This design comes from an exercise in tuning for small area and a short achievable clock period on the open sky130 flow, not from production work.
The RTL was checked by simulation tests, not by an equivalence proof against the original design.
Power figures rest on the tool's default switching activity, not on a simulated workload.

--- flow/config.mk ---
export PLATFORM = sky130hd
export DESIGN_NAME = pq_sorted_path
export DESIGN_NICKNAME = pq_sorted_path
export VERILOG_FILES = /design/flow/design.v
export SDC_FILE = /design/flow/constraint.sdc
export NUM_CORES = 4
export LEC_CHECK = 0
export CAP_MARGIN = 20
export CORE_MARGIN = 2
export CORE_UTILIZATION = 45
export PLACE_DENSITY = 0.6
export SLEW_MARGIN = 20
--- flow/constraint.sdc ---
create_clock -name core_clock -period 5.5 [get_ports {system1000}]
set_input_delay 1.1000 -clock core_clock [delete_from_list [all_inputs] [get_ports {system1000}]]
set_output_delay 1.1000 -clock core_clock [all_outputs]
set_load 0.01 [all_outputs]
--- flow/design.v ---
package pq_pkg;
    localparam int PQ_KEY_W = 32;
    localparam int PQ_VAL_W = 32;
    localparam int PQ_DEPTH = 16;
    typedef struct packed {
        logic                valid;
        logic [PQ_KEY_W-1:0] key;
        logic [PQ_VAL_W-1:0] val;
    } pq_elem_t;
    typedef enum logic [1:0] {
        SHIFT_HOLD = 2'd0,
        SHIFT_UP   = 2'd1,
        SHIFT_DOWN = 2'd2,
        SHIFT_LOAD = 2'd3
    } pq_shift_e;
endpackage
module pq_key_gt
#(
    parameter int W = 32
) (
    input  logic [W-1:0] a,
    input  logic [W-1:0] b,
    output logic         gt
);
    localparam int LV = $clog2(W);
    logic [W-1:0] g [LV+1];
    logic [W-1:0] p [LV+1];
    always_comb begin
        for (int l = 0; l <= LV; l++) begin
            g[l] = '0;
            p[l] = '0;
        end
        g[0] = a & ~b;
        p[0] = a | ~b;
        for (int l = 1; l <= LV; l++) begin
            for (int n = 0; n < (W >> l); n++) begin
                g[l][n] = g[l-1][2*n+1] | (p[l-1][2*n+1] & g[l-1][2*n]);
                p[l][n] = p[l-1][2*n+1] & p[l-1][2*n];
            end
        end
        gt = g[LV][0];
    end
endmodule
module pq_sorted_path
#(
    parameter int KEY_W = pq_pkg::PQ_KEY_W,
    parameter int VAL_W = pq_pkg::PQ_VAL_W,
    parameter int DEPTH = pq_pkg::PQ_DEPTH
) (
    input  logic                         system1000,
    input  logic                         system1000_rst,
    input  logic                         push_valid,
    output logic                         push_ready,
    input  logic [KEY_W-1:0]             push_key,
    input  logic [VAL_W-1:0]             push_val,
    input  logic                         pop_valid,
    output logic                         pop_ready,
    output logic                         out_valid,
    output logic [KEY_W-1:0]             out_key,
    output logic [VAL_W-1:0]             out_val,
    output logic [$clog2(DEPTH+1)-1:0]   count,
    output logic                         empty,
    output logic                         full
);
    localparam int CNT_W = $clog2(DEPTH + 1);
    localparam int RW    = $clog2(DEPTH);
    logic [KEY_W-1:0] key_r  [DEPTH];
    logic [VAL_W-1:0] val_r  [DEPTH];
    logic [RW-1:0]    rank_r [DEPTH];
    logic [DEPTH-1:0] vld_r;
    logic [DEPTH-1:0] pend_r;      
    logic [KEY_W-1:0] pend_key_r;  
    logic             push_fire_s;
    logic             pop_fire_s;
    logic [DEPTH-1:0] rkd_s;       
    logic [DEPTH-1:0] head_s;      
    logic [DEPTH-1:0] free_s;      
    logic [DEPTH-1:0] gt_s;        
    logic             has_pend_s;
    logic             pend_min_s;  
    logic [DEPTH-1:0] min_s;       
    logic             pop_head_s;
    logic             ins_s;       
    logic [DEPTH-1:0] wsel_s;      
    logic [DEPTH-1:0] gpos_s;      
    logic [DEPTH-1:0] first_s;
    logic [RW-1:0]    rkd_cnt_s;   
    logic [RW-1:0]    ins_rank_s;  
    logic [CNT_W-1:0] cnt_nxt_s;
    logic [KEY_W-1:0] min_key_s;
    logic [VAL_W-1:0] min_val_s;
    assign pop_ready = ~empty;
    assign push_ready = ~full | pop_valid;
    assign push_fire_s = push_valid & push_ready;
    assign pop_fire_s  = pop_valid & pop_ready;
    for (genvar i = 0; i < DEPTH; i++) begin : g_cmp
        pq_key_gt #(.W(KEY_W)) u_gt (.a(key_r[i]), .b(pend_key_r), .gt(gt_s[i]));
    end
    always_comb begin
        for (int i = 0; i < DEPTH; i++) begin
            rkd_s[i]  = vld_r[i] & ~pend_r[i];
            head_s[i] = rkd_s[i] & (rank_r[i] == RW'(0));
        end
    end
    assign has_pend_s = |(vld_r & pend_r);
    assign pend_min_s = has_pend_s & (~|head_s | |(head_s & gt_s));
    assign min_s      = pend_min_s ? pend_r : head_s;
    assign pop_head_s = pop_fire_s & ~pend_min_s;
    assign ins_s      = has_pend_s & ~(pop_fire_s & pend_min_s);
    always_comb begin
        logic seen;
        seen = 1'b0;
        for (int i = 0; i < DEPTH; i++) begin
            free_s[i] = ~vld_r[i] & ~seen;
            seen      = seen | ~vld_r[i];
        end
    end
    assign wsel_s = full ? min_s : free_s;
    assign rkd_cnt_s = RW'(count - CNT_W'(has_pend_s));
    always_comb begin
        for (int p = 0; p < DEPTH; p++) begin
            gpos_s[p] = 1'b0;
            for (int i = 0; i < DEPTH; i++) begin
                gpos_s[p] = gpos_s[p] | (gt_s[i] & rkd_s[i] & (rank_r[i] == RW'(p)));
            end
        end
        first_s[0] = gpos_s[0];
        for (int p = 1; p < DEPTH; p++) begin
            first_s[p] = gpos_s[p] & ~gpos_s[p-1];
        end
        ins_rank_s = (|gpos_s) ? RW'(0) : rkd_cnt_s;
        for (int p = 1; p < DEPTH; p++) begin
            ins_rank_s = ins_rank_s | ({RW{first_s[p]}} & RW'(p));
        end
    end
    always_comb begin
        min_key_s = '0;
        min_val_s = '0;
        for (int i = 0; i < DEPTH; i++) begin
            min_key_s = min_key_s | ({KEY_W{min_s[i]}} & key_r[i]);
            min_val_s = min_val_s | ({VAL_W{min_s[i]}} & val_r[i]);
        end
    end
    always_ff @(posedge system1000) begin
        for (int i = 0; i < DEPTH; i++) begin
            if (free_s[i] | (full & min_s[i] & push_valid & pop_valid)) begin
                key_r[i] <= push_key;
                val_r[i] <= push_val;
            end
        end
    end
    always_ff @(posedge system1000) begin
        pend_key_r <= push_key;
        pend_r     <= {DEPTH{push_fire_s}} & wsel_s;
    end
    always_ff @(posedge system1000) begin
        for (int i = 0; i < DEPTH; i++) begin
            if (pend_r[i]) begin
                rank_r[i] <= ins_rank_s - RW'(pop_head_s);
            end else if (ins_s & gt_s[i] & ~pop_head_s) begin
                rank_r[i] <= rank_r[i] + RW'(1);
            end else if (pop_head_s & ~(ins_s & gt_s[i])) begin
                rank_r[i] <= rank_r[i] - RW'(1);
            end
        end
    end
    always_ff @(posedge system1000) begin
        if (system1000_rst) begin
            vld_r <= '0;
        end else begin
            vld_r <= ({DEPTH{push_fire_s}} & wsel_s) | (vld_r & ~({DEPTH{pop_fire_s}} & min_s));
        end
    end
    always_comb begin
        cnt_nxt_s = count;
        if (push_fire_s && !pop_fire_s) begin
            cnt_nxt_s = count + CNT_W'(1'b1);
        end else if (pop_fire_s && !push_fire_s) begin
            cnt_nxt_s = count - CNT_W'(1'b1);
        end
    end
    always_ff @(posedge system1000) begin
        if (system1000_rst) begin
            count     <= '0;
            empty     <= 1'b1;
            full      <= 1'b0;
            out_valid <= 1'b0;
        end else begin
            count     <= cnt_nxt_s;
            empty     <= (cnt_nxt_s == CNT_W'(0));
            full      <= (cnt_nxt_s == CNT_W'(DEPTH));
            out_valid <= pop_fire_s;
        end
    end
    always_ff @(posedge system1000) begin
        out_key <= min_key_s;
        out_val <= min_val_s;
    end
endmodule
--- flow/run.sh ---
#!/bin/bash
# synth_recipe.tcl (not shown) runs the flow's synth.tcl, then flattens the netlist and writes it again
# the make line also repeats each setting of config.mk as NAME=value (left out here)
make -C /OpenROAD-flow-scripts/flow DESIGN_CONFIG=/design/flow/config.mk WORK_HOME=/design/flow/orfs CLKGATE_MAP_FILE= SYNTH_SCRIPT=/design/flow/synth_recipe.tcl finish
==> notes.md, run 1 <==
- CP Launch Point: key_r[6][18]
- WHS Path Cells: 2
- # port buffers: 141
- CP Class: reg -> reg
- Clock share of power: 0.385
- Antenna viol nets, final: 0
- Htree depth: 4
- DIE AREA: 133000 µm²
- Comb power frac: 0.163
- GPL Wtd Cong: 1.08
- Crit Reg-Reg Startpoint: key_r[6][18]
- Asr flop ratio synth: 0
- Clock slew at reported path FFs: 0.06 ns
- Post-CTS Hold Fix Bufs: 0
- CP Cell Sequence: and4b_1 -> a2111oi_4 -> nand4_1 -> a221o_1 -> nand2_1 -> buf_4 -> nand3_2 -> buf_4 -> buf_4 -> nand3_1 -> nand2_1 -> or4_4 -> o2bb2ai_4 -> nand2b_4 -> nor4b_4 -> ha_2 -> nand2_1 -> or4_4 -> or3_4 -> buf_8 -> a31o_4
- Slew @ Worst Pin: 1.05 ns
- Global-route wire length before repair: 362000 µm
- Hold_sp: val_r[13][21]
- Setup ws final: -0.197 ns
- Clock skew: 0.0351 ns
- CTS tree: done
- Layout cells sized above 1: 0.298
- Outcome: finished with violations
- Vias in the first global route: 47600
- Cell Rows: 132
- GRT Residual Overflow: 0
- All-Layer GR Usage: 0.383
- Ports: 142
- Clock root buffer: clkbuf_16
- Fin nets: 6065
- Initial antenna violation count: 13
- Clock latency on the worst-skew pair: 0.80 ns
- Syn_area_per_cell: 12.5 µm²
- Hold Path Class: reg -> reg
- Dpl ws: -0.642 ns
- Hold Vio Cnt, Final: 0
- Layout Check Failures: negative setup slack
- Max cap viols: 0
- Post-synth cell types: 114
- Starting Density: 0.454
- CTS Sinks: 1224
- Pwr Density: 307 nW/µm²
- Iter 0 DRT Violations: 7841
- Height of the die: 365 µm
- R2r setup slk: -0.20 ns
- Maximum fanout along the worst path: 12
- DRC violations left: 0
- Die W: 365 µm
- Synth Net Count: 4843
- Hold Path Sink: out_val[21]
- Vias per inst: 6.54
- Worst-case reg-to-reg path depth: 21
- Syn-to-layout area delta: 34.1%
- Pin count of the biggest net entering global routing: 36
- Core area: 129000 µm²
- Worst path required time: 6.04 ns
- Setup-failing EPs final: 32
- Drt total wl: 267000 µm
- CP peak stage delay: 0.56 ns
- RSZ-0062 raised after global routing: true
- Final Critical Period: 5.70 ns
- Crit path arrival time: 6.23 ns
- TritonCTS buffer count: 135
- Synth Register Bits: 1224
- Worst Setup End Kind: flip-flop
- Synthesized area: 58700 µm²
- Fmax: 0.176 GHz
- Net switching power: 0.00663 W
- Flop pwr share: 0.452
- EDFF count, synth: 1088
- Sw Ratio: 0.274
- Max-slew violation count: 0
- Worst vdd ir: 0.330 mV
- Fin crit share: 1.04
- Max Root-Sink Buffers: 3
- DRT Pass-1 Iters: 8
- Slowest cell on the critical path: or4_4
- Via count: 50800
- Post-DP HPWL: 190000 µm
- Routed length per instance: 34.4 µm
- Lkg Pwr: 28.6 nW
- Utilization after layout: 0.608
- Seq/Total Area, Yosys: 0.603
- R2r endpoint: rank_r[2][3]
- Syn Inst Count: 4689
- Yosys Warn Count: 10
- Crit start category: flip-flop
- Int Power: 0.0175 W
- Prevailing post-synth register cell: edfxtp_1
- Slew HR: 0.298
- Power, Total: 0.0242 W
==> critical path: cells and delay by family, from the launching register on <==
kind / cells / cell delay [ns]
and+or+nand+nor: 12 / 2.87
adders and majority gates: 1 / 0.22
DFF: 1 / 0.46
AOI/OAI and AO/OA: 4 / 1.22
buffers and inverters: 4 / 0.64
==> cell usage in the layout (no fill, tap or decap), drive strengths merged, types with 49 or more instances in the layout <==
cell / instances
a21oi: 159
a221oi: 270
a22o: 283
a22oi: 72
buf: 1194
clkbuf: 208
clkdlybuf4s50: 141
dfxtp: 136
edfxtp: 1088
ha: 86
inv: 202
maj3: 75
nand2: 227
nand2b: 194
nand3: 122
nand4: 127
nor2: 186
nor2b: 169
nor3: 75
o21ai: 117
o221ai: 54
o22ai: 58
xnor2: 49
==> sequential cells by signal (all words and copies together) (netlist names) <==
signal      flops
out_val        32
out_valid       1
rank_r         64
val_r         512
out_key        32
empty           1
pend_key_r     32
count           5
full            1
pend_r         16
key_r         512
vld_r          16
==> power by group through the flow <==
| stage | registers (W) | logic [W] | clock network (W) |
|---|---|---|---|
| after floorplan | 0.0109 | 0.00176 | 0 |
| after global placement | 0.0111 | 0.00354 | 0 |
| after detailed placement | 0.0111 | 0.00356 | 0 |
| after CTS | 0.0109 | 0.00377 | 0.00936 |
| after global routing | 0.0109 | 0.00412 | 0.00975 |
| final | 0.0109 | 0.00394 | 0.00931 |
==> through the flow <==
| step | setup TNS (ns) | hold slack (ns) | cell area, µm² | std cells |
|---|---|---|---|---|
| finish | -5.12 | 0.485 | 78800 | 7772 |
| global route | -8.29 | 0.509 | 78800 | 7768 |
| CTS | -1.29 | 0.488 | 76700 | 7700 |
| detailed placement | -71.72 | 0.474 | 71200 | 7423 |
| global placement | -79.83 | 0.470 | 71200 | 7423 |
| floorplan | 0 | 0.447 | 58900 | 4689 |
==> layout make-up <==
cell class                      instances  area [µm²]
Antenna cell                            5        12.5
Sequential cell                      1224       35400
Timing Repair Buffer                 1357       12900
Multi-Input combinational cell       2996       23000
Clock inverter                         65         717
Inverter                              197         754
Tap cell                             1742        2180
Clock buffer                          186        3810
Fill cell                           10400       50700
==> cell usage after synthesis, types with 12 or more instances <==
cell	n	area share
o221a_2	14	0.0027
or3_1	23	0.0024
nor3_1	71	0.0060
xnor2_1	49	0.0073
a21o_1	15	0.0019
buf_1	31	0.0020
nor3b_1	14	0.0018
a22oi_1	72	0.0092
clkbuf_1	116	0.0074
o21ai_0	110	0.0094
o211ai_1	40	0.0051
dfxtp_1	136	0.046
nor2_1	183	0.012
nor4_1	35	0.0037
a221oi_1	268	0.040
a22o_1	283	0.042
mux2i_1	34	0.0058
o2111ai_1	30	0.0045
a222oi_1	28	0.0048
o22ai_1	58	0.0062
nor2b_1	169	0.018
inv_2	23	0.0015
buf_2	86	0.0073
a2111oi_0	13	0.0019
or4_1	19	0.0024
a211oi_1	26	0.0033
mux2_2	32	0.0061
nand2_1	225	0.014
and3_1	28	0.0030
a211o_1	14	0.0021
a32oi_1	12	0.0018
maj3_1	69	0.012
nand4_1	126	0.013
a31oi_1	31	0.0033
nand3_1	121	0.010
nand2b_1	194	0.021
buf_4	29	0.0037
ha_1	86	0.018
o221ai_1	54	0.0081
a2bb2oi_1	13	0.0019
inv_1	174	0.011
a21oi_1	158	0.013
edfxtp_1	1088	0.56
and2_1	30	0.0032
==> cell families (layout without fill, tap and decap cells) <==
logic type | Yosys count | count (layout) | share of synthesized area
and+or+nand+nor | 1307 | 1307 | 0.121
buffers and inverters | 469 | 1805 | 0.0348
muxes | 66 | 66 | 0.0119
other | 0 | 5 | 0
xor gates and xnor gates | 53 | 53 | 0.00790
DFF | 1224 | 1224 | 0.603
adders and majority gates | 161 | 161 | 0.0312
AOI/OAI and AO/OA | 1409 | 1409 | 0.190
==> routing by layer <==
metal,part of all wire,GRT usage
met2,0.43,0.575
met1,0.40,0.527
met3,0.11,0.0831
met4,0.062,0.190
met5,0.00033,0
==> worst max path at each step <==
| stage | end | slack, ns | depth (start not counted) |
|---|---|---|---|
| finish | rank_r[2][3] | -0.20 | 21 |
| global route | rank_r[2][3] | -0.29 | 21 |
| CTS | rank_r[3][3] | -0.09 | 22 |
| detailed placement | rank_r[3][3] | -0.64 | 25 |
| global placement | rank_r[4][3] | -0.91 | 25 |
| floorplan | key_r[2][0] | 0.03 | 17 |
==> what timing repair did <==
action,CTS,global route
buffers inserted,25,46
pin swaps,47,66
gates cloned,2,23
resized for setup,171,192
setup endpoints to repair,892,567
==> run 2, diff against run 1 <==
--- a/flow/config.mk
+++ b/flow/config.mk
@@ -9,4 +9,4 @@
 export CORE_MARGIN = 2
-export CORE_UTILIZATION = 45
-export PLACE_DENSITY = 0.6
+export CORE_UTILIZATION = 65
+export PLACE_DENSITY = 0.75
 export SLEW_MARGIN = 20
==> notes.md, run 2 <==
- Prevailing post-synth register cell: edfxtp_1
- Worst_ep grt: rank_r[13][3]$_DFFE_PP_/D
- Cell Rows: 110
- GRT Residual Overflow: 9
- Post-synth top cells: 1088 x edfxtp_1, 283 x a22o_1, 268 x a221oi_1, 225 x nand2_1, 194 x nand2b_1
- Height of the die: 305 µm
- Area leader, netlist: edfxtp_1
- Post-synth cell types: 114
- Halt Reason: [ERROR GRT-0232] Routing congestion too high. Check the congestion heatmap in the GUI.
- Ports: 142
- Seq/Total Area, Yosys: 0.603
- Synth Net Count: 4843
- Starting Density: 0.655
- Yosys Warn Count: 10
- Synthesized area: 58700 µm²
- Htree depth: 3
- Die W: 305 µm
- Outcome: aborted with a tool error
- Initial antenna violation count: 49
- GPL Wtd Cong: 1.14
- Syn_area_per_cell: 12.5 µm²
- Syn Inst Count: 4689
- Worst endpoint type: register data pin
- Max Root-Sink Buffers: 3
- TritonCTS buffer count: 115
- Pin count of the biggest net entering global routing: 36
- CTS Sinks: 1224
- Clock root buffer: clkbuf_16
- Count leader, synth: edfxtp_1
- Dpl ws: -0.576 ns
- # placed instances: 6720
- Asr flop ratio synth: 0
- Failed at: 5_1_grt
- Post-synth top area share: 0.556
- EDFF count, synth: 1088
- Synth Register Bits: 1224
- Synth area leaders: edfxtp_1 56%, dfxtp_1 4.6%, a22o_1 4.2%
- All-Layer GR Usage: 0.807
- Post-DP HPWL: 182000 µm
- # port buffers: 141
[run 2: power by group through the flow]
| stage | clock, W | sequential (W) | combinational [W] |
|---|---|---|---|
| CTS | 0.00884 | 0.0109 | 0.00356 |
| detailed placement | 0 | 0.0111 | 0.00337 |
| global placement | 0 | 0.0111 | 0.00326 |
| floorplan | 0 | 0.0109 | 0.00176 |
[run 2: per-layer routing]
metal / global-route usage / GRT overflow
met1: 0.827 / 0
met2: 0.925 / 4
met3: 0.707 / 0
met4: 0.749 / 5
met5: 0.447 / 0
[run 2: metrics by stage]
stage / area, µm² / TNS (ns) / hold slack, ns
after floorplan: 58900 / 0 / 0.447
after global placement: 69600 / -31.47 / 0.463
after detailed placement: 69600 / -55.81 / 0.484
after CTS: 74500 / -1.13 / 0.499
[run 2: worst max-delay path by stage]
stage / slack [ns] / startpoint / to
floorplan: 0.03 / key_r[15][26] / key_r[2][0]
global placement: -0.44 / pend_key_r[28] / rank_r[2][3]
detailed placement: -0.58 / pend_key_r[14] / rank_r[0][3]
CTS: -0.1 / pend_key_r[1] / rank_r[4][3]
[run 2: what timing repair did]
action | 4_1_cts
buffers inserted | 28
setup endpoints to repair | 556
gates resized for setup | 123
pin swaps | 27
hold buffers | 0
[run 2: logic make-up after synthesis]
| family | share of synthesized area |
|---|---|
| AO/OA/AOI/OAI | 0.190 |
| AND/OR/NAND/NOR | 0.121 |
| flip-flops | 0.603 |
| buffers and inverters | 0.0348 |
| adder cells (fa/ha/maj) | 0.0312 |
| multiplexers | 0.0119 |
| XOR/XNOR | 0.00790 |
==> run 3, diff against run 2 <==
--- a/flow/design.v
+++ b/flow/design.v
@@ -71,3 +71,3 @@
     logic [DEPTH-1:0] pend_r;      
-    logic [KEY_W-1:0] pend_key_r;  
+    logic [DEPTH-1:0] gt_r;        
     logic             push_fire_s;
@@ -84,5 +84,3 @@
     logic [DEPTH-1:0] wsel_s;      
-    logic [DEPTH-1:0] gpos_s;      
-    logic [DEPTH-1:0] first_s;
-    logic [RW-1:0]    rkd_cnt_s;   
+    logic [RW-1:0]    le_cnt_s;    
     logic [RW-1:0]    ins_rank_s;  
@@ -96,3 +94,3 @@
     for (genvar i = 0; i < DEPTH; i++) begin : g_cmp
-        pq_key_gt #(.W(KEY_W)) u_gt (.a(key_r[i]), .b(pend_key_r), .gt(gt_s[i]));
+        pq_key_gt #(.W(KEY_W)) u_gt (.a(key_r[i]), .b(push_key), .gt(gt_s[i]));
     end
@@ -105,3 +103,3 @@
     assign has_pend_s = |(vld_r & pend_r);
-    assign pend_min_s = has_pend_s & (~|head_s | |(head_s & gt_s));
+    assign pend_min_s = has_pend_s & (~|head_s | |(head_s & gt_r));
     assign min_s      = pend_min_s ? pend_r : head_s;
@@ -118,17 +116,6 @@
     assign wsel_s = full ? min_s : free_s;
-    assign rkd_cnt_s = RW'(count - CNT_W'(has_pend_s));
     always_comb begin
-        for (int p = 0; p < DEPTH; p++) begin
-            gpos_s[p] = 1'b0;
-            for (int i = 0; i < DEPTH; i++) begin
-                gpos_s[p] = gpos_s[p] | (gt_s[i] & rkd_s[i] & (rank_r[i] == RW'(p)));
-            end
-        end
-        first_s[0] = gpos_s[0];
-        for (int p = 1; p < DEPTH; p++) begin
-            first_s[p] = gpos_s[p] & ~gpos_s[p-1];
-        end
-        ins_rank_s = (|gpos_s) ? RW'(0) : rkd_cnt_s;
-        for (int p = 1; p < DEPTH; p++) begin
-            ins_rank_s = ins_rank_s | ({RW{first_s[p]}} & RW'(p));
+        le_cnt_s = '0;
+        for (int i = 0; i < DEPTH; i++) begin
+            le_cnt_s = le_cnt_s + RW'(rkd_s[i] & ~head_s[i] & ~gt_r[i]);
         end
@@ -151,4 +138,5 @@
     end
+    assign ins_rank_s = le_cnt_s + RW'(|head_s & ~pend_min_s & ~pop_head_s);
     always_ff @(posedge system1000) begin
-        pend_key_r <= push_key;
+        gt_r       <= gt_s;
         pend_r     <= {DEPTH{push_fire_s}} & wsel_s;
@@ -158,6 +146,6 @@
             if (pend_r[i]) begin
-                rank_r[i] <= ins_rank_s - RW'(pop_head_s);
-            end else if (ins_s & gt_s[i] & ~pop_head_s) begin
+                rank_r[i] <= ins_rank_s;
+            end else if (ins_s & gt_r[i] & ~pop_head_s) begin
                 rank_r[i] <= rank_r[i] + RW'(1);
-            end else if (pop_head_s & ~(ins_s & gt_s[i])) begin
+            end else if (pop_head_s & ~(ins_s & gt_r[i])) begin
                 rank_r[i] <= rank_r[i] - RW'(1);
--- a/flow/config.mk
+++ b/flow/config.mk
@@ -9,4 +9,4 @@
 export CORE_MARGIN = 2
-export CORE_UTILIZATION = 65
-export PLACE_DENSITY = 0.75
+export CORE_UTILIZATION = 45
+export PLACE_DENSITY = 0.6
 export SLEW_MARGIN = 20
==> notes.md, run 3 <==
- Outcome: complete, no violations
- XOR/XNOR Fraction of Synth Area: 0.00891
- Area leader, netlist: edfxtp_1
- # Post-CTS Setup Buffers: 0
- Hold Path Class: reg -> reg
- Critical Path Most Common Cell: fa_1
- Iter 0 DRT Violations: 6624
- Layout cells sized above 1: 0.106
- Core area: 118000 µm²
- Height of the die: 348 µm
- Utilization after layout: 0.520
- Lkg Pwr: 20.1 nW
- Vias in the first global route: 37000
- Slew @ Worst Pin: 1.25 ns
- RSZ-0062 raised after global routing: false
- All-Layer GR Usage: 0.308
- Worst-case reg-to-reg path depth: 15
- Most frequent cells in the layout: 1088 x edfxtp_1, 275 x a21oi_1, 269 x a221oi_1
- Setup-failing EPs final: 0
- Post-synth top area share: 0.615
- Simple-gate area share of the yosys netlist: 0.0544
- Syn_area_per_cell: 13.7 µm²
- Top Registers: key_r (512), val_r (512), rank_r (64)
- CP Class: reg -> reg
- CP top delay family: adder cells
- Pin count of the biggest net entering global routing: 65
- Hold Vio Cnt, Final: 0
- Vias per inst: 6.76
- Final Critical Period: 5.26 ns
- Seq/Total Area, Yosys: 0.660
- CTS Sinks: 1208
- Post-Synth Adder-Cell Area: 0.0372
- Syn Inst Count: 3879
- Synthesized area: 53100 µm²
- Synth Net Count: 4012
- Hold Path Sink: out_val[12]
- Max cap viols: 0
- # port buffers: 141
- Global-route wire length before repair: 270000 µm
- Drt total wl: 190000 µm
- CTS tree: done
- Synth area leaders: edfxtp_1 62%, dfxtp_1 4.5%, a221oi_1 4.4%
- Antenna viol nets, final: 0
- Max Root-Sink Buffers: 3
- DRC violations left: 0
- Asr flop ratio synth: 0
- Max-slew violation count: 0
- CP peak stage delay: 0.63 ns
- Crit path arrival time: 5.73 ns
- EDFF count, synth: 1088
- DRT Pass-1 Iters: 7
- Slowest cell on the critical path: or4_1
- R2r setup slk: 0.24 ns
- Syn-to-layout area delta: 15.2%
- DIE AREA: 121000 µm²
- Die W: 348 µm
- GRT Residual Overflow: 0
- Largest family of logic cells by synthesized area: compound AO/OA/AOI/OAI gates
- Slew HR: 0.163
- Count leader, synth: edfxtp_1
- Fin crit share: 0.957
- Clock slew at reported path FFs: 0.06 ns
- WP buf/inv: 2
- Via count: 38800
- Cell Rows: 126
- Starting Density: 0.452
- Footprint of the multi-input gates: 16400 µm²
- Hold_sp: val_r[1][12]
- Initial antenna violation count: 13
- Synth Register Bits: 1208
- Fillcell total: 9894
- Routed length per instance: 33.0 µm
- Post-DP HPWL: 116000 µm
- Worst Setup End Kind: flip-flop
- Prevailing post-synth register cell: edfxtp_1
- Clock skew: 0.0354 ns
- Yosys Warn Count: 10
- Pwr Density: 346 nW/µm²
- Post-synthesis mux area share: 0.00990
- Crit start category: flip-flop
- Clock root buffer: clkbuf_16
- Crit Reg-Reg Startpoint: rank_r[4][0]
- R2r endpoint: rank_r[8][2]
- Synth Area in Compound Gates: 0.195
- Commonest non-fill, non-tap cell in the layout: edfxtp_1
- Ports: 142
- WHS Path Cells: 2
- FF+latch area: 35100 µm²
- CP Cell Sequence: or4_1 -> o22ai_1 -> nor4_1 -> nand3_2 -> a31oi_4 -> or2_2 -> fa_1 -> fa_1 -> inv_1 -> fa_1 -> fa_1 -> fa_1 -> xnor2_1 -> buf_6 -> a21oi_1
- GPL Wtd Cong: 0.962
- Worst vdd ir: 0.264 mV
- Fin nets: 4221
- Post-synth top cells: 1088 x edfxtp_1, 276 x a21oi_1, 269 x a221oi_1, 263 x a22o_1, 179 x nor2_1
- Fmax: 0.190 GHz
- Htree depth: 4
- Clock latency on the worst-skew pair: 0.76 ns
- Maximum fanout along the worst path: 14
- Post-synth cell types: 79
- TritonCTS buffer count: 132
- Worst path required time: 5.96 ns
- Setup TNS: 0 ns
==> run 3: cell types whose count changed after synthesis, moves of 55 or more <==
cell | previous run | this run
o22ai_1 | 58 | 144
nor2b_1 | 169 | 10
nand4_1 | 126 | 71
a21oi_1 | 158 | 276
nand3_1 | 121 | 19
nand2b_1 | 194 | 41
==> run 3: repair_timing <==
| item | 4_1_cts | 5_1_grt |
|---|---|---|
| gates resized for setup | 0 | 2 |
| hold buffers | 0 | 0 |
| endpoints found under the setup margin | 0 | 9 |
==> run 3: worst reg2reg max path, stage by stage (launching register included) <==
cell and delay [ns]:
edfxtp_1 0.45, or4_1 0.63, o22ai_1 0.25, nor4_1 0.10, nand3_2 0.13, a31oi_4 0.10
or2_2 0.33, fa_1 0.47, fa_1 0.49, inv_1 0.05, fa_1 0.47, fa_1 0.43
fa_1 0.45, xnor2_1 0.28, buf_6 0.25, a21oi_1 0.10
==> run 3: per-stage QoR <==
stage | area [µm²] | setup WS, ns | std cells | hold WS [ns] | power, W
2_1_floorplan | 53100 | -1.71 | 3879 | 0.447 | 0.0118
3_3_place_gp | 56900 | 0.230 | 5490 | 0.477 | 0.0125
3_5_place_dp | 56900 | 0.158 | 5490 | 0.478 | 0.0126
4_1_cts | 61200 | 0.192 | 5735 | 0.493 | 0.0212
5_1_grt | 61200 | 0.0154 | 5736 | 0.516 | 0.0218
6_report | 61200 | 0.237 | 5740 | 0.490 | 0.0212
==> run 3: logic make-up (layout without fill, tap and decap cells) <==
group | after synthesis | after routing
adder cells (fa/ha/maj) | 161 | 161
other | 0 | 5
XOR/XNOR | 54 | 54
flip-flops | 1208 | 1208
multiplexers | 44 | 44
AO/OA/AOI/OAI | 1420 | 1420
AND/OR/NAND/NOR | 603 | 603
buffers and inverters | 389 | 709
==> run 3: metal layers <==
metal | part of all wire | wire length [µm] | GRT usage | vias to the layer above
met1 | 0.40 | 76400 | 0.429 | 19500
met5 | 0.00053 | 101 | 0 | -
met2 | 0.44 | 84000 | 0.464 | 2594
met4 | 0.048 | 9060 | 0.139 | 16
met3 | 0.11 | 20000 | 0.0656 | 469
li1 | - | - | - | 16200
==> run 3: worst max-delay path by stage <==
stage / startpoint / to / slack (ns) / depth (start not counted)
finish: rank_r[4][0] / rank_r[8][2] / 0.24 / 15
global route: rank_r[15][0] / rank_r[11][2] / 0.02 / 15
CTS: rank_r[4][0] / rank_r[8][2] / 0.19 / 15
detailed placement: pop_valid / rank_r[8][2] / 0.16 / 13
global placement: pop_valid / rank_r[15][2] / 0.23 / 13
floorplan: push_valid / key_r[5][0] / -1.71 / 5
==> run 3: area by class of cell <==
class / instances / share of cell area
Antenna cell: 5 / 0.000204
Clock buffer: 195 / 0.0602
Clock inverter: 50 / 0.00881
Inverter: 145 / 0.00889
Multi-Input combinational cell: 2282 / 0.269
Sequential cell: 1208 / 0.573
Tap cell: 1536 / 0.0314
Timing Repair Buffer: 319 / 0.0488
==> run 3: report_power, final <==
| part | switching (W) | internal [W] |
|---|---|---|
| logic | 0.00113 | 0.000738 |
| registers | 0.000202 | 0.0104 |
| clock network | 0.00379 | 0.00494 |
==> run 4, diff against run 3 <==
--- a/flow/config.mk
+++ b/flow/config.mk
@@ -9,4 +9,4 @@
 export CORE_MARGIN = 2
-export CORE_UTILIZATION = 45
-export PLACE_DENSITY = 0.6
+export CORE_UTILIZATION = 55
+export PLACE_DENSITY = 0.65
 export SLEW_MARGIN = 20
==> notes.md, run 4 <==
- Lkg Pwr: 20.1 nW
- Hold Path Class: reg -> reg
- Commonest non-fill, non-tap cell in the layout: edfxtp_1
- Prevailing post-synth register cell: edfxtp_1
- Crit Reg-Reg Startpoint: rank_r[9][0]
- R2r endpoint: rank_r[3][2]
- Core area: 95300 µm²
- # resized after CTS: 0
- # Post-CTS Setup Buffers: 0
- Worst-case reg-to-reg path depth: 15
- Clock root buffer: clkbuf_16
- EDFF count, synth: 1088
- CTS tree: done
- Footprint of the multi-input gates: 16400 µm²
- Routed length per instance: 33.4 µm
- Slew HR: 0.202
- R2r setup slk: 0.26 ns
- TritonCTS buffer count: 130
- Pin count of the biggest net entering global routing: 65
- Syn-to-layout area delta: 14.5%
- Vias per inst: 7.09
- Initial antenna violation count: 4
- RSZ-0062 raised after global routing: false
- Fmax: 0.191 GHz
- Outcome: complete, no violations
- Drt total wl: 182000 µm
- Hold Path Sink: out_val[16]
- DRC violations left: 0
- DIE AREA: 99100 µm²
- Iter 0 DRT Violations: 6683
- Synthesized area: 53100 µm²
- Post-CTS Hold Fix Bufs: 0
- Maximum fanout along the worst path: 13
- Fin nets: 4221
- Cell Rows: 113
- Height of the die: 315 µm
- GPL Wtd Cong: 0.997
- Worst vdd ir: 0.344 mV
- Post-synth top cells: 1088 x edfxtp_1, 276 x a21oi_1, 269 x a221oi_1, 263 x a22o_1, 179 x nor2_1
- Pwr Density: 347 nW/µm²
- Max-slew violation count: 0
- Most frequent cells in the layout: 1088 x edfxtp_1, 275 x a21oi_1, 269 x a221oi_1
- FF+latch area: 35100 µm²
- # port buffers: 141
- Crit start category: flip-flop
- Hold Vio Cnt, Final: 0
- Via count: 38800
- Clock latency on the worst-skew pair: 0.76 ns
- Antenna viol nets, final: 0
- Max cap viols: 0
- Worst Setup End Kind: flip-flop
- Layout cells sized above 1: 0.108
- Syn Inst Count: 3879
- Count leader, synth: edfxtp_1
- Starting Density: 0.557
- Fin crit share: 0.953
- Vias in the first global route: 36600
- GRT Residual Overflow: 0
- Setup ws final: 0.257 ns
- All-Layer GR Usage: 0.364
- Setup-failing EPs final: 0
- Post-synth top area share: 0.615
- CTS Sinks: 1208
- DRT Pass-1 Iters: 9
- Synth area leaders: edfxtp_1 62%, dfxtp_1 4.5%, a221oi_1 4.4%
- Synth Register Bits: 1208
- Post-synth cell types: 79
- Utilization after layout: 0.638
- Htree depth: 4
- Die W: 315 µm
- Post-DP HPWL: 112000 µm
- Final Critical Period: 5.24 ns
- Yosys Warn Count: 10
- Synth Net Count: 4012
- Area leader, netlist: edfxtp_1
- Slew @ Worst Pin: 1.17 ns
- Asr flop ratio synth: 0
- Hold_sp: val_r[0][16]
- Global-route wire length before repair: 258000 µm
- Ports: 142
- Worst path required time: 5.96 ns
- Seq/Total Area, Yosys: 0.660
- CP Class: reg -> reg
- Dpl ws: 0.144 ns
- WHS Path Cells: 2
- Max Root-Sink Buffers: 3
- Clock slew at reported path FFs: 0.06 ns
- Syn_area_per_cell: 13.7 µm²
- Top Registers: key_r (512), val_r (512), rank_r (64)
- Clock skew: 0.0463 ns
- Fillcell total: 7153
- Crit path arrival time: 5.71 ns
[run 4: critical path, cell delays in order, from the launching register on]
cell and delay [ns]:
edfxtp_1 0.45, or4_1 0.62, o22ai_1 0.26, nor4_1 0.11
nand3_2 0.12, a31oi_4 0.09, or2_2 0.32, fa_1 0.49
fa_1 0.49, inv_1 0.05, fa_1 0.46, fa_1 0.43
fa_1 0.44, xnor2_1 0.22, buf_4 0.28, a21oi_1 0.11
[run 4: how the worst max path moves through the flow]
stage | from | depth (start not counted) | slack [ns] | to
floorplan | push_valid | 5 | -1.71 | key_r[5][0]
global placement | pop_valid | 13 | 0.22 | rank_r[14][2]
detailed placement | pop_valid | 13 | 0.14 | rank_r[13][2]
CTS | rank_r[5][0] | 15 | 0.26 | rank_r[3][2]
global route | rank_r[15][0] | 15 | 0.05 | rank_r[15][2]
finish | rank_r[9][0] | 15 | 0.26 | rank_r[3][2]
[run 4: layout make-up]
cell class,count,share of cell area
multi-input cells,2282,0.270
well taps,1265,0.0260
repair buffers,321,0.0487
clock buffers,182,0.0598
flip-flops and latches,1208,0.577
inverters,145,0.00895
diodes,2,0.0000823
clock inverters,59,0.00947
[run 4: metal layers]
metal,wire length (µm),vias to the layer above,global-route usage
met4,10100,6,0.177
met1,70400,19000,0.517
li1,-,16200,-
met5,37,-,0
met2,78900,3011,0.532
met3,23000,570,0.0831
[run 4: logic make-up after synthesis]
group           after synthesis  share of synthesized area
compound gates             1420                      0.195
xor+xnor                     54                    0.00891
mux                          44                    0.00990
fa+ha+maj                   161                     0.0372
buf+inv                     389                     0.0343
simple gates                603                     0.0544
flops                      1208                      0.660
[run 4: per-stage QoR]
step           instance area (µm²)  hold WS [ns]  power [W]  TNS [ns]  cells
2_1_floorplan                53100         0.447     0.0118   -409.48   3879
4_1_cts                      60800         0.492     0.0211         0   5462
3_5_place_dp                 56600         0.472     0.0126         0   5221
6_report                     60800         0.492     0.0211         0   5464
5_1_grt                      60800         0.506     0.0217         0   5462
3_3_place_gp                 56600         0.474     0.0125         0   5221
[run 4: power by group]
part / switching [W] / total (W) / leakage [nW] / internal, W
clock network: 0.00377 / 0.00869 / 2.06 / 0.00492
registers: 0.000195 / 0.0105 / 10.9 / 0.0104
logic: 0.00113 / 0.00186 / 7.20 / 0.000737
total: 0.00509 / 0.0211 / 20.1 / 0.0160
==> run 5, diff against run 4 <==
--- a/flow/config.mk
+++ b/flow/config.mk
@@ -11,2 +11,3 @@
 export PLACE_DENSITY = 0.65
+export SETUP_SLACK_MARGIN = 1.5
 export SLEW_MARGIN = 20
==> notes.md, run 5 <==
- Vias in the first global route: 36800
- Fmax: 0.209 GHz
- Core area: 95300 µm²
- Lkg Pwr: 20.6 nW
- CTS tree: done
- DIE AREA: 99100 µm²
- TritonCTS buffer count: 130
- Vias per inst: 7.09
- All-Layer GR Usage: 0.366
- Clock skew: 0.0509 ns
- Worst-case reg-to-reg path depth: 14
- Height of the die: 315 µm
- Pwr Density: 350 nW/µm²
- R2r setup slk: 0.71 ns
- Clock latency on the worst-skew pair: 0.78 ns
- Worst vdd ir: 0.340 mV
- Post-DP HPWL: 111000 µm
- Hold slack final: 0.480 ns
- Synthesized area: 53100 µm²
- Iter 0 DRT Violations: 6700
- Outcome: complete, no violations
- Post-Synth Adder-Cell Area: 0.0372
- DRC violations left: 0
- CTS Sinks: 1208
- Maximum fanout along the worst path: 16
- Die W: 315 µm
- CP Class: reg -> reg
- R2r endpoint: rank_r[12][1]
- GPL Wtd Cong: 0.995
- EDFF count, synth: 1088
- Pin count of the biggest net entering global routing: 65
- Hold Path Sink: out_val[20]
- GRT Residual Overflow: 0
- CP Depth: 14
- Synth Register Bits: 1208
- Syn-to-layout area delta: 16.7%
- Post-CTS Hold Fix Bufs: 0
- Synth Area in Compound Gates: 0.195
- Post-DP Area: 56900 µm²
- Fin nets: 4262
- Synth area leaders: edfxtp_1 62%, dfxtp_1 4.5%, a221oi_1 4.4%
- Worst path required time: 5.98 ns
- Via count: 39000
- Setup-failing EPs final: 0
- Slowest cell on the critical path: or4_4
- Commonest non-fill, non-tap cell in the layout: edfxtp_1
- # port buffers: 141
- Crit path arrival time: 5.27 ns
- Max cap viols: 0
- Crit Reg-Reg Startpoint: rank_r[12][2]
- Setup ws final: 0.707 ns
- Post-synthesis mux area share: 0.00990
- Cell Rows: 113
- Yosys Warn Count: 10
- WP buf/inv: 2
- Max-slew violation count: 0
- Hold Vio Cnt, Final: 0
- Routed length per instance: 33.1 µm
- Hold Path Class: reg -> reg
- DRT Pass-1 Iters: 6
- Initial antenna violation count: 12
- Slew HR: 0.248
- Largest family of logic cells by synthesized area: compound AO/OA/AOI/OAI gates
- Post-synth top cells: 1088 x edfxtp_1, 276 x a21oi_1, 269 x a221oi_1, 263 x a22o_1, 179 x nor2_1
- Fin crit share: 0.871
- Syn_area_per_cell: 13.7 µm²
- Simple-gate area share of the yosys netlist: 0.0544
- Max Root-Sink Buffers: 3
- Worst Setup End Kind: flip-flop
- Final Cell Area: 62000 µm²
- Clock slew at reported path FFs: 0.06 ns
- Post-synth cell types: 79
- Asr flop ratio synth: 0
- Clock root buffer: clkbuf_16
- Prevailing post-synth register cell: edfxtp_1
- Area leader, netlist: edfxtp_1
- Synth Net Count: 4012
- Critical Path Most Common Cell: fa_1
- Post-synth top area share: 0.615
- WHS Path Cells: 2
- CP top delay family: adder cells
- Crit start category: flip-flop
- Slew @ Worst Pin: 1.13 ns
- Most frequent cells in the layout: 1088 x edfxtp_1, 269 x a221oi_1, 265 x a21oi_1
- Seq/Total Area, Yosys: 0.660
- CP peak stage delay: 0.60 ns
- Global-route wire length before repair: 260000 µm
- Syn Inst Count: 3879
- Starting Density: 0.557
- Top Registers: key_r (512), val_r (512), rank_r (64)
- CP Cell Sequence: or4_4 -> nor3_4 -> a2111oi_2 -> and3_1 -> a31oi_4 -> or2_4 -> fa_1 -> fa_1 -> inv_1 -> fa_1 -> fa_2 -> fa_2 -> buf_12 -> mux2_2
- Hold_sp: val_r[15][20]
- Layout cells sized above 1: 0.136
- Ports: 142
- RSZ-0062 raised after global routing: true
- Htree depth: 4
- Dpl ws: 0.298 ns
- Setup TNS: 0 ns
- Drt total wl: 182000 µm
- XOR/XNOR Fraction of Synth Area: 0.00891
- Final Critical Period: 4.79 ns
- Antenna viol nets, final: 0
- Count leader, synth: edfxtp_1
[run 5: metal layers]
layer	up-vias	GRT usage	routed length [µm]
li1	16300	-	-
met1	19300	0.515	70100
met2	2847	0.544	80400
met3	530	0.0820	22200
met4	14	0.172	9360
met5	-	0	75
[run 5: power breakdown]
group,switching (W),internal (W)
Sequential,0.000190,0.0104
Combinational,0.00119,0.000834
Clock,0.00378,0.00534
Total,0.00515,0.0165
[run 5: how the worst max path moves through the flow]
stage	slack [ns]	endpoint	startpoint
after floorplan	0.59	rank_r[0][1]	rank_r[3][0]
final	0.71	rank_r[12][1]	rank_r[12][2]
after CTS	0.65	rank_r[1][2]	rank_r[7][2]
after detailed placement	0.30	rank_r[14][1]	pop_valid
after global routing	0.55	rank_r[11][2]	rank_r[9][2]
after global placement	0.22	rank_r[8][3]	pop_valid
[run 5: cell type report]
type,count,area [µm²]
clock buffer,173,3610
multi-input combinational,2282,16800
clock inverter,68,851
inverter,145,544
tap,1265,1580
sequential,1208,35100
fill,7037,33300
timing repair buffer,362,3500
antenna,2,5.00
[run 5: worst min-delay path, delay by kind of cell (launching register included)]
| family | cells | cell delay [ns] |
|---|---|---|
| flip-flops | 1 | 0.32 |
| AND/OR/NAND/NOR | 1 | 0.07 |
| AO/OA/AOI/OAI | 1 | 0.07 |
[run 5: cells by family after synthesis]
family / count (synthesis)
buffers and inverters: 389
flip-flops: 1208
adder cells (fa/ha/maj): 161
multiplexers: 44
AND/OR/NAND/NOR: 603
AO/OA/AOI/OAI: 1420
XOR/XNOR: 54
[run 5: repair_timing]
action | CTS | global route
pin swaps | 13 | 2
gates resized for setup | 74 | 14
gates cloned | 1 | 0
endpoints found under the setup margin | 356 | 446
buffers inserted | 31 | 8
[run 5: metrics by stage]
step            util  std cells  power [W]
3_5_place_dp   0.597       5222     0.0126
3_3_place_gp   0.596       5219     0.0126
6_report       0.651       5505     0.0217
4_1_cts        0.649       5495     0.0217
5_1_grt        0.650       5504     0.0223
2_1_floorplan      -       3879     0.0118
==> run 6, diff against run 5 <==
--- a/flow/design.v
+++ b/flow/design.v
@@ -84,3 +84,6 @@
     logic [DEPTH-1:0] wsel_s;      
-    logic [RW-1:0]    le_cnt_s;    
+    logic [DEPTH-1:0] gpos_s;      
+    logic [DEPTH-1:0] first_s;
+    logic [RW-1:0]    rkd_cnt_s;   
+    logic [RW-1:0]    ins_rank0_s; 
     logic [RW-1:0]    ins_rank_s;  
@@ -116,8 +119,20 @@
     assign wsel_s = full ? min_s : free_s;
-    always_comb begin
-        le_cnt_s = '0;
-        for (int i = 0; i < DEPTH; i++) begin
-            le_cnt_s = le_cnt_s + RW'(rkd_s[i] & ~head_s[i] & ~gt_r[i]);
-        end
-    end
+    assign rkd_cnt_s = RW'(count - CNT_W'(has_pend_s));
+    always_comb begin
+        for (int p = 0; p < DEPTH; p++) begin
+            gpos_s[p] = 1'b0;
+            for (int i = 0; i < DEPTH; i++) begin
+                gpos_s[p] = gpos_s[p] | (gt_r[i] & rkd_s[i] & (rank_r[i] == RW'(p)));
+            end
+        end
+        first_s[0] = gpos_s[0];
+        for (int p = 1; p < DEPTH; p++) begin
+            first_s[p] = gpos_s[p] & ~gpos_s[p-1];
+        end
+        ins_rank0_s = (|gpos_s) ? RW'(0) : rkd_cnt_s;
+        for (int p = 1; p < DEPTH; p++) begin
+            ins_rank0_s = ins_rank0_s | ({RW{first_s[p]}} & RW'(p));
+        end
+    end
+    assign ins_rank_s = pop_head_s ? (ins_rank0_s - RW'(1)) : ins_rank0_s;
     always_comb begin
@@ -138,3 +153,2 @@
     end
-    assign ins_rank_s = le_cnt_s + RW'(|head_s & ~pend_min_s & ~pop_head_s);
     always_ff @(posedge system1000) begin
==> notes.md, run 6 <==
- Outcome: complete, no violations
- Iter 0 DRT Violations: 8126
- R2r setup slk: 1.40 ns
- DIE AREA: 104000 µm²
- WHS Path Cells: 1
- Clock share of power: 0.400
- Worst-case reg-to-reg path depth: 16
- Syn_area_per_cell: 12.8 µm²
- # port buffers: 141
- GRT Residual Overflow: 0
- EDFF count, synth: 1088
- Fin nets: 4894
- Drt total wl: 216000 µm
- Hold_sp: val_r[9][21]
- DRT Pass-1 Iters: 10
- CP peak stage delay: 0.45 ns
- Layout cells sized above 1: 0.173
- Worst path required time: 5.93 ns
- CP top delay family: simple AND/OR/NAND/NOR gates
- Int Power: 0.0162 W
- Height of the die: 322 µm
- DRC violations left: 0
- Flop pwr share: 0.487
- Ports: 142
- Prevailing post-synth register cell: edfxtp_1
- Crit Reg-Reg Startpoint: rank_r[5][1]
- Vias per inst: 7.14
- Starting Density: 0.556
- Initial antenna violation count: 15
- Lkg Pwr: 23.6 nW
- Post-synth top cells: 1088 x edfxtp_1, 249 x inv_1, 238 x a22oi_1, 212 x nand2_1, 196 x a21oi_1
- Cell Rows: 116
- Most frequent cells in the layout: 1088 x edfxtp_1, 292 x buf_4, 235 x a22oi_1
- Area leader, netlist: edfxtp_1
- CTS Sinks: 1208
- # placed instances: 5776
- Top Registers: key_r (512), val_r (512), rank_r (64)
- Sw Ratio: 0.249
- WP buf/inv: 4
- Fmax: 0.244 GHz
- Hold Path Sink: out_val[21]
- Die W: 322 µm
- Crit path arrival time: 4.53 ns
- Seq/Total Area, Yosys: 0.629
- RSZ-0062 raised after global routing: true
- CP Class: reg -> reg
- Vias in the first global route: 41300
- Clock root buffer: clkbuf_16
- CTS tree: done
- Htree depth: 3
- Clock latency on the worst-skew pair: 0.76 ns
- Slew HR: 0.168
- GPL Wtd Cong: 1.04
- Fin crit share: 0.746
- Post-synth cell types: 92
- Synth Register Bits: 1208
- All-Layer GR Usage: 0.401
- Synth Net Count: 4516
- Clock skew: 0.0767 ns
- Setup-failing EPs final: 0
- Synth area leaders: edfxtp_1 59%, dfxtp_1 4.3%, a22oi_1 3.2%
- Count leader, synth: edfxtp_1
- Post-Layout Cell Count: 6212
- Crit start category: flip-flop
- Yosys Warn Count: 10
- Core area: 100000 µm²
- Max Root-Sink Buffers: 3
- Hold Path Class: reg -> reg
- Worst vdd ir: 0.325 mV
- R2r endpoint: rank_r[8][1]
- Post-DP HPWL: 135000 µm
- Comb power frac: 0.112
- Setup TNS: 0 ns
- Asr flop ratio synth: 0
- Clock slew at reported path FFs: 0.06 ns
- Slew @ Worst Pin: 1.24 ns
- Maximum fanout along the worst path: 6
- CP Cell Sequence: buf_4 -> ha_1 -> nand4b_1 -> o32ai_1 -> nor4_2 -> nand4_1 -> buf_4 -> nor3_2 -> nand4_1 -> o2111ai_4 -> inv_1 -> ha_4 -> nand2_1 -> o21ai_2 -> buf_6 -> a21oi_1
- Antenna viol nets, final: 0
- Global-route wire length before repair: 298000 µm
- Commonest non-fill, non-tap cell in the layout: edfxtp_1
- Max cap viols: 0
- Routed length per instance: 34.7 µm
- Utilization after layout: 0.670
- Max-slew violation count: 0
- Synthesized area: 55700 µm²
- Syn Inst Count: 4363
- TritonCTS buffer count: 120
- Hold Vio Cnt, Final: 0
- Fillcell total: 7311
- Post-CTS Hold Fix Bufs: 0
- Post-synth top area share: 0.586
- Via count: 44300
- Final Critical Period: 4.10 ns
- Worst Setup End Kind: flip-flop
- Pwr Density: 321 nW/µm²
- Syn-to-layout area delta: 20.6%
- Slowest cell on the critical path: edfxtp_1
- Pin count of the biggest net entering global routing: 51
- Net switching power: 0.00537 W
## run 6: changes by cell type after synthesis, sizes merged, moves of 41 or more
| cell | before | now |
|---|---|---|
| a211o | 24 | 65 |
| a21oi | 276 | 196 |
| a221oi | 277 | 108 |
| a222oi | 7 | 103 |
| a22o | 263 | 89 |
| a22oi | 44 | 238 |
| clkbuf | 124 | 168 |
| ha | 38 | 85 |
| inv | 139 | 250 |
| maj3 | 96 | 163 |
| nand3 | 20 | 151 |
| nand4 | 71 | 25 |
## run 6: cell type report
class                      count  area, µm²  area share
antenna                        8       20.0    0.000298
clock buffer                 164       3400      0.0506
timing repair buffer         520       5210      0.0775
inverter                     263       1040      0.0155
sequential                  1208      35100       0.522
clock inverter                64        792      0.0118
tap                         1357       1700      0.0253
multi-input combinational   2628      19900       0.297
## run 6: cells by family after synthesis
logic type,synth area share
compound gates,0.179
flops,0.629
buf+inv,0.0379
xor+xnor,0.00923
mux,0.0134
simple gates,0.0832
fa+ha+maj,0.0484
## run 6: worst max-delay path by stage
stage | depth (start not counted) | endpoint | from
detailed placement | 9 | gt_r[3] | push_key[27]
global placement | 11 | gt_r[3] | push_key[0]
CTS | 13 | key_r[10][31] | rank_r[3][0]
finish | 16 | rank_r[8][1] | rank_r[5][1]
global route | 16 | rank_r[10][1] | rank_r[5][1]
floorplan | 10 | key_r[0][0] | rank_r[4][3]
## run 6: per-stage QoR
| step | hold WS (ns) | worst slack [ns] | power (W) | instance area (µm²) |
|---|---|---|---|---|
| 5_1_grt | 0.465 | 1.37 | 0.0221 | 67200 |
| 4_1_cts | 0.456 | 1.50 | 0.0214 | 65700 |
| 6_report | 0.454 | 1.40 | 0.0216 | 67200 |
| 3_3_place_gp | 0.436 | 0.310 | 0.0126 | 59800 |
| 2_1_floorplan | 0.428 | 1.22 | 0.0117 | 56100 |
| 3_5_place_dp | 0.438 | 0.276 | 0.0126 | 59800 |
## run 6: per-layer routing
metal / share of wire / routed length (µm) / GRT usage
met4: 0.056 / 12000 / 0.187
met5: 0.00045 / 97 / 0
met1: 0.37 / 80600 / 0.562
met3: 0.14 / 30400 / 0.102
met2: 0.43 / 92600 / 0.590
## run 6: power groups by stage
stage | registers (W) | clock network (W) | logic [W]
CTS | 0.0105 | 0.00867 | 0.00217
global route | 0.0105 | 0.00902 | 0.00253
finish | 0.0105 | 0.00865 | 0.00242
floorplan | 0.0106 | 0 | 0.00111
global placement | 0.0107 | 0 | 0.00188
detailed placement | 0.0107 | 0 | 0.00190
## run 6: repair_timing
item / 4_1_cts / 5_1_grt
endpoints found under the setup margin: 1135 / 513
setup buffers: 94 / 91
resized for setup: 149 / 162
pin swaps: 30 / 52
gates cloned: 7 / 8
==> run 7, diff against run 6 <==
==> flow/flow/run.sh (new file) <==
#!/bin/bash
set -euo pipefail
bash standard.sh MATCH_CELL_FOOTPRINT=0 "BUFFER_PORTS_ARGS=-buffer_cell sky130_fd_sc_hd__buf_2" finish > flow_make.log 2>&1
==> flow/standard.sh (new file) <==
#!/bin/bash
# synth_recipe.tcl (not shown) runs the flow's synth.tcl, then flattens the netlist and writes it again
# the make line also repeats each setting of config.mk as NAME=value (left out here)
make -C /OpenROAD-flow-scripts/flow DESIGN_CONFIG=/design/flow/config.mk WORK_HOME=/design/flow/orfs CLKGATE_MAP_FILE= SYNTH_SCRIPT=/design/flow/synth_recipe.tcl "${@:-finish}"
removed: flow/run.sh
==> notes.md, run 7 <==
- CP Class: reg -> reg
- Final Critical Period: 4.25 ns
- Max-slew violation count: 0
- Clock share of power: 0.410
- CTS Sinks: 1208
- Clock skew: 0.0450 ns
- GRT Residual Overflow: 0
- Seq/Total Area, Yosys: 0.629
- Post-synth cell types: 92
- Clock latency on the worst-skew pair: 0.77 ns
- Layout cells sized above 1: 0.201
- Global-route wire length before repair: 300000 µm
- Syn Inst Count: 4363
- Worst-case reg-to-reg path depth: 14
- # port buffers: 141
- Comb power frac: 0.108
- Ports: 142
- Setup-failing EPs final: 0
- Slew HR: 0.177
- Worst Setup End Kind: flip-flop
- Flop pwr share: 0.481
- Net switching power: 0.00551 W
- Post-synth top area share: 0.586
- RSZ-0062 raised after global routing: true
- Fillcell total: 7311
- Crit path arrival time: 4.85 ns
- Fin crit share: 0.773
- Post-DP HPWL: 136000 µm
- Slowest cell on the critical path: dfxtp_1
- Synth area leaders: edfxtp_1 59%, dfxtp_1 4.3%, a22oi_1 3.2%
- Worst vdd ir: 0.325 mV
- Pin count of the biggest net entering global routing: 65
- Starting Density: 0.556
- Int Power: 0.0164 W
- Crit start category: flip-flop
- CP Cell Sequence: nand4b_1 -> o22ai_1 -> nor4_4 -> nand3_1 -> nor2b_1 -> a2111o_1 -> or4_4 -> a21oi_4 -> ha_4 -> nand2_4 -> xnor2_4 -> buf_8 -> nand2_1 -> o21ai_1
- CP peak stage delay: 0.61 ns
- Hold Path Class: reg -> reg
- Prevailing post-synth register cell: edfxtp_1
- Initial antenna violation count: 11
- Via count: 44300
- Clock slew at reported path FFs: 0.06 ns
- Drt total wl: 219000 µm
- Maximum fanout along the worst path: 7
- Top Registers: key_r (512), val_r (512), rank_r (64)
- Iter 0 DRT Violations: 7907
- DRT Pass-1 Iters: 9
- Cell Rows: 116
- DRC violations left: 0
- Fmax: 0.235 GHz
- CP Launch Point: vld_r[15]
- Max cap viols: 0
- Count leader, synth: edfxtp_1
- Htree depth: 4
- Pwr Density: 329 nW/µm²
- Setup TNS: 0 ns
- Area leader, netlist: edfxtp_1
- GPL Wtd Cong: 1.04
- Antenna viol nets, final: 0
- Routed length per instance: 35.4 µm
- Post-synth top cells: 1088 x edfxtp_1, 249 x inv_1, 238 x a22oi_1, 212 x nand2_1, 196 x a21oi_1
- Final Cell Area: 66600 µm²
- Sw Ratio: 0.252
- EDFF count, synth: 1088
- Worst path required time: 6.10 ns
- Height of the die: 322 µm
- Outcome: complete, no violations
- Hold Vio Cnt, Final: 0
- Slew @ Worst Pin: 1.24 ns
- Clock root buffer: clkbuf_16
- Commonest non-fill, non-tap cell in the layout: edfxtp_1
- Core area: 100000 µm²
- Synthesized area: 55700 µm²
- Max Root-Sink Buffers: 3
- Synth Net Count: 4516
- Hold_sp: val_r[9][28]
- Lkg Pwr: 23.6 nW
- CTS tree: done
- Fin nets: 4859
- Syn-to-layout area delta: 19.5%
- Yosys Warn Count: 10
- WHS Path Cells: 1
- Crit Reg-Reg Startpoint: vld_r[15]
- Syn_area_per_cell: 12.8 µm²
- Post-CTS Hold Fix Bufs: 0
- TritonCTS buffer count: 130
- Vias in the first global route: 40900
- Die W: 322 µm
- Post-DP Area: 59000 µm²
- DIE AREA: 104000 µm²
- Vias per inst: 7.16
- Synth Register Bits: 1208
- Most frequent cells in the layout: 1088 x edfxtp_1, 240 x buf_4, 234 x a22oi_1
- All-Layer GR Usage: 0.406
- Asr flop ratio synth: 0
[run 7: kinds of logic (layout without fill, tap and decap cells)]
group           count (synthesis)  count (layout)  share of synthesized area
compound gates               1363            1363                      0.179
xor+xnor                       57              57                    0.00923
fa+ha+maj                     248             248                     0.0484
buf+inv                       531             979                     0.0379
flops                        1208            1208                      0.629
mux                            68              73                     0.0134
other cells                     0               8                          0
simple gates                  888             888                     0.0832
[run 7: worst paths after layout]
| kind | end | slack [ns] |
|---|---|---|
| worst max-delay path | rank_r[6][2] | 1.25 |
| worst min-delay path | out_val[28] | 0.45 |
| worst max register to register | rank_r[6][2] | 1.25 |
| worst min register to register | out_val[28] | 0.45 |
[run 7: routing by layer]
metal / track usage / vias up / wire length [µm]
li1: - / 18100 / -
met1: 0.570 / 21800 / 82600
met2: 0.584 / 3653 / 93500
met3: 0.110 / 669 / 30300
met4: 0.200 / 12 / 12300
met5: 0 / - / 70
[run 7: worst max-delay path: cells and delay by family (launching register included)]
kind / cells / cell delay [ns]
AOI/OAI and AO/OA: 4 / 1.10
buffers and inverters: 1 / 0.22
DFF: 1 / 0.61
adders and majority gates: 1 / 0.17
xor gates and xnor gates: 1 / 0.34
and+or+nand+nor: 7 / 1.63
[run 7: cell type report]
class / instances / area [µm²] / share of cell area
tap: 1357 / 1700 / 0.0255
timing repair inverter: 2 / 10.0 / 0.000150
clock buffer: 192 / 3800 / 0.0571
inverter: 263 / 1040 / 0.0156
timing repair buffer: 472 / 4200 / 0.0631
antenna: 8 / 20.0 / 0.000301
clock inverter: 50 / 634 / 0.00953
sequential: 1208 / 35100 / 0.527
multi-input combinational: 2629 / 20100 / 0.302
[run 7: per-stage QoR]
step	cells	setup slack (ns)	util	power, W	hold WS [ns]
after floorplan	4363	1.22	-	0.0117	0.428
after global placement	5756	0.575	0.588	0.0126	0.431
after detailed placement	5756	0.594	0.588	0.0126	0.439
after CTS	6067	1.50	0.644	0.0216	0.443
after global routing	6176	1.33	0.664	0.0224	0.461
final	6181	1.25	0.664	0.0219	0.447
[run 7: power by group through the flow]
| stage | Clock, W | Combinational (W) | Sequential (W) |
|---|---|---|---|
| 6_report | 0.00898 | 0.00237 | 0.0105 |
| 5_1_grt | 0.00938 | 0.00247 | 0.0106 |
| 4_1_cts | 0.00902 | 0.00206 | 0.0105 |
| 3_5_place_dp | 0 | 0.00186 | 0.0107 |
| 3_3_place_gp | 0 | 0.00184 | 0.0107 |
| 2_1_floorplan | 0 | 0.00111 | 0.0106 |
[run 7: timing repair]
| item | 4_1_cts | 5_1_grt |
|---|---|---|
| gates cloned | 6 | 14 |
| pin swaps | 9 | 46 |
| resized for setup | 107 | 224 |
| endpoints found under the hold margin | 0 | 0 |
| setup buffers | 63 | 92 |
| endpoints found under the setup margin | 1118 | 622 |

## re-timing with driven ports
No port has a modelled driver above. Below, the same layouts with a new extraction and two added sets of constraints. Step 1 assumes that a clkbuf_16 drives the clock port and a buf_2 every other input. Step 2 adds t to the input delays and takes it off the output delays; t is the mean of the earliest and latest rising clock arrival at the registers after step 1. Input paths then give back, and output paths get back, about the clock's delay inside the block. Three values: no drivers, after step 1, after step 2; two values: the first two.
run | t, ns | setup WS [ns] | latest minus earliest clock arrival (ns) | slew at the worst register clock pin (ns) | worst slew at a driven data input, ns
run 1 | 0.865 | -0.197 / -0.197 / -0.197 | 0.035 / 0.035 | 0.07 / 0.07 | 0.17
run 3 | 0.818 | 0.237 / 0.237 / 0.164 | 0.035 / 0.036 | 0.07 / 0.07 | 0.15
run 4 | 0.810 | 0.257 / 0.257 / 0.108 | 0.046 / 0.047 | 0.07 / 0.07 | 0.14
run 5 | 0.822 | 0.707 / 0.707 / 0.404 | 0.051 / 0.051 | 0.06 / 0.06 | 0.15
run 6 | 0.796 | 1.399 / 1.399 / 0.775 | 0.077 / 0.077 | 0.07 / 0.07 | 0.12
run 7 | 0.828 | 1.250 / 1.250 / 0.738 | 0.046 / 0.046 | 0.07 / 0.07 | 0.12
The setup slack of run 6, which loses most, moves by 0.000 ns with the drivers and by -0.624 ns with both steps.
